Background: an optimization exercise with open tools, aiming at small area, a short achievable clock period and few clock cycles per item. Do not read the settings as production practice. Where RTL was checked, it was by simulation tests only, not by an equivalence proof against the original. Power figures rest on the tool's default switching activity, not on a simulated workload.

== run a ==
==> flow/design.v (excerpt) <==
module aes_dec_top
(
    input  logic        clk,
    input  logic        reset,
    input  logic [11:0] paddr,
    input  logic        psel,
    input  logic        penable,
    input  logic        pwrite,
    input  logic [31:0] pwdata,
    output logic [31:0] prdata,
    output logic        pready,
    output logic        pslverr
);
export LEC_CHECK = 0
export CAP_MARGIN = 20
export CORE_MARGIN = 2
export CORE_UTILIZATION = 60
export CTS_CLUSTER_DIAMETER = 100
export CTS_CLUSTER_SIZE = 25
export SLEW_MARGIN = 20
export TNS_END_PERCENT = 5
create_clock -name core_clock -period 10.0 [get_ports {clk}]
standard.sh (not shown) runs the stock make flow with config.mk's settings and CLKGATE_MAP_FILE= SYNTH_SCRIPT=/design/flow/synth_recipe.tcl, a recipe that flattens the netlist after the stock synthesis.
==> flow/flow/run.sh <==
#!/bin/bash
# The standard layout (standard.sh, its synthesis unchanged) with two changes to how the layout
# is made: the port buffers are buf_2 cells, and timing repair works until the setup slack reaches
# SETUP_SLACK_MARGIN, well above zero at the 10 ns clock. The tools' output goes to standard.log.
set -euo pipefail
export SETUP_SLACK_MARGIN=7.0
export BUFFER_PORTS_ARGS="-buffer_cell sky130_fd_sc_hd__buf_2"
bash standard.sh > standard.log 2>&1
Changes in run b relative to run a:
- changing CORE_UTILIZATION from 60 to 40
[summary]
Number of buffer and inverter instances along the worst setup path came out higher on run b than on run a. Reported for run b and run a, number of placed I/O pins turned out identical to the last digit. Compared with run a, run b shows a lower net switching power. Depth of the worst register-to-register path on run b is up relative to run a. Delta (run b minus run a): peak clock frequency supported by timing dropped 1.7%, hold slack shrank by 0.025 ns, via count down 490. When run b is measured against run a, its required arrival time at the worst endpoint turns out 2.76 ns higher.
Function was not checked in any run of this note: the RTL went through the layout flow alone.

Another version of the RTL of aes_dec_top (not shown whole).
Size in the first run: about 2,000 flip-flops, about 83 I/O pins, about 94,000 um2 of cells after synthesis.
## aes_dec_top
module aes_dec_top
(
    input  logic        clk,
    input  logic        reset,
    input  logic [11:0] paddr,
    input  logic        psel,
    input  logic        penable,
    input  logic        pwrite,
    input  logic [31:0] pwdata,
    output logic [31:0] prdata,
    output logic        pready,
    output logic        pslverr
);
clock: 10.0 ns
lec_check: 0
cap_margin: 20
core_margin: 2
core_utilization: 40
cts_cluster_diameter: 100
cts_cluster_size: 25
slew_margin: 20
tns_end_percent: 5
==> flow/flow/run.sh <==
#!/bin/bash
# The standard layout (standard.sh, its synthesis unchanged) with two changes to how the layout
# is made: the port buffers are buf_2 cells, and timing repair works until the setup slack reaches
# SETUP_SLACK_MARGIN, well above zero at the 10 ns clock. The tools' output goes to standard.log.
set -euo pipefail
export SETUP_SLACK_MARGIN=7.2
export BUFFER_PORTS_ARGS="-buffer_cell sky130_fd_sc_hd__buf_2"
bash standard.sh > standard.log 2>&1
The first run reached the layout checks and failed them: max-capacitance violations, max-slew violations.
Edit:
--- a/flow/flow/run.sh
+++ b/flow/flow/run.sh
@@ -4,5 +4,5 @@
 # SETUP_SLACK_MARGIN, well above zero at the 10 ns clock. The tools' output goes to standard.log.
 set -euo pipefail
-export SETUP_SLACK_MARGIN=7.2
+export SETUP_SLACK_MARGIN=7.0
 export BUFFER_PORTS_ARGS="-buffer_cell sky130_fd_sc_hd__buf_2"
 bash standard.sh > standard.log 2>&1
With this change the flow finished clean.
Flip-flop and latch count stays the same.
Total power stays flat.
Cell area went down by 1.3%.
Combinational power is about the same.
Routed wire length went up by 0.59%.
Clock skew stays flat.
Sequential power stays flat.
Critical path depth stays the same.
Register-to-register slack stays flat.
Maximum frequency grows by 0.77%.
Function was not checked in any run of this note: the RTL went through the layout flow alone.

Another version of the RTL of aes_dec_top (not shown whole).
Size: about 7000 cells after synthesis, ~2000 flip-flops, about 0.094 mm² of cells after synthesis.
// aes_dec_top
module aes_dec_top
(
    input  logic        clk,
    input  logic        reset,
    input  logic [11:0] paddr,
    input  logic        psel,
    input  logic        penable,
    input  logic        pwrite,
    input  logic [31:0] pwdata,
    output logic [31:0] prdata,
    output logic        pready,
    output logic        pslverr
);
export LEC_CHECK = 0
export CAP_MARGIN = 20
export CORE_MARGIN = 2
export CORE_UTILIZATION = 40
export CTS_CLUSTER_DIAMETER = 100
export CTS_CLUSTER_SIZE = 25
export SLEW_MARGIN = 20
export TNS_END_PERCENT = 20
create_clock -name core_clock -period 10.0 [get_ports {clk}]
==> flow/flow/run.sh <==
#!/bin/bash
# The standard layout (standard.sh, its synthesis unchanged) with two changes to how the layout
# is made: the port buffers are buf_2 cells, and timing repair works until the setup slack reaches
# SETUP_SLACK_MARGIN, well above zero at the 10 ns clock. The tools' output goes to standard.log.
set -euo pipefail
export SETUP_SLACK_MARGIN=7.0
export BUFFER_PORTS_ARGS="-buffer_cell sky130_fd_sc_hd__buf_2"
bash standard.sh > standard.log 2>&1
Testbench counts at the start, summed over its fixed seeds: cycles 6,912, blocks 192.
Then changed:
- CORE_UTILIZATION: 40 -> 55
- TNS_END_PERCENT: 20 -> 5
The changed run produced a clean layout. Clock-buffer cell count came out lower by 24. Hold slack improves by 0.017 ns. Core utilization came out higher by 15 points. Design area came out lower by 5.5%.
Then changed:
- CORE_UTILIZATION: 55 -> 40
- TNS_END_PERCENT: 5 -> 2
Result:
- via count is higher slightly
- synthesized area is unchanged
- total power barely changes
- sequential share of layout area is lower by 0.79 points
- count of clock-buffer cells in the layout is higher by 24
- routed wire length is lower by a few percent
Then changed:
- PLACE_DENSITY: default -> 0.75
- TNS_END_PERCENT: 2 -> 5
The new run went through all stages and came out clean.
Setup slack gains 0.034 ns.
Via count went up by 1.5%.
Register-to-register slack gains 0.03 ns.
Critical path depth went up by 2.
Synthesized cell count stays the same.
Then changed:
--- a/flow/flow/run.sh
+++ b/flow/flow/run.sh
@@ -5,3 +5,3 @@
 set -euo pipefail
-export SETUP_SLACK_MARGIN=7.0
+export SETUP_SLACK_MARGIN=6.8
 export BUFFER_PORTS_ARGS="-buffer_cell sky130_fd_sc_hd__buf_2"
- PLACE_DENSITY: 0.75 -> default
What happened: Sequential power barely changes. Clock power went up by a few percent. Via count goes down by a few percent. Hold slack is better by 0.0044 ns.

-- port drivers added, routing unchanged --
How much do the figures lean on ideal ports? The routed layouts below were timed once more, with nothing changed but the port constraints.
Step 1: set_driving_cell puts a clkbuf_16 on clk and a buf_2 on each other input, an assumption about the parent block.
Step 2, shift: input delay + t, output delay - t, t = (earliest + latest rising clock arrival at the registers) / 2. This alone moves slack from input paths to output paths.
a / b / c = ideal ports / drivers / drivers and shift; a / b = the first two.
| run | shift t [ns] | setup slack, ns | slew at the worst register clock pin (ns) | pins driven straight from the clock port |
|---|---|---|---|---|
| run a | 0.841 | 6.723 / 6.635 / 5.795 | 0.11 / 0.11 | 1 |
| run b | 0.884 | 6.665 / 6.516 / 5.632 | 0.11 / 0.11 | 1 |
| the first run of note 2 | 0.862 | 6.523 / 6.522 / 5.696 | 0.11 / 0.11 | 1 |
| the second run of note 2 | 0.857 | 6.550 / 6.439 / 5.583 | 0.11 / 0.11 | 1 |
| the first run of note 3 | 0.855 | 6.699 / 6.597 / 5.742 | 0.11 / 0.11 | 1 |
| the second run of note 3 | 0.847 | 6.553 / 6.477 / 5.630 | 0.11 / 0.11 | 1 |
| the third run of note 3 | 0.851 | 6.620 / 6.513 / 5.662 | 0.11 / 0.11 | 1 |
| the fourth run of note 3 | 0.834 | 6.654 / 6.565 / 5.731 | 0.11 / 0.11 | 1 |
| the fifth run of note 3 | 0.857 | 6.507 / 6.462 / 5.666 | 0.11 / 0.11 | 1 |
The setup slack of run b, which loses most, moves by -0.149 ns with the drivers and by -1.033 ns with both steps.
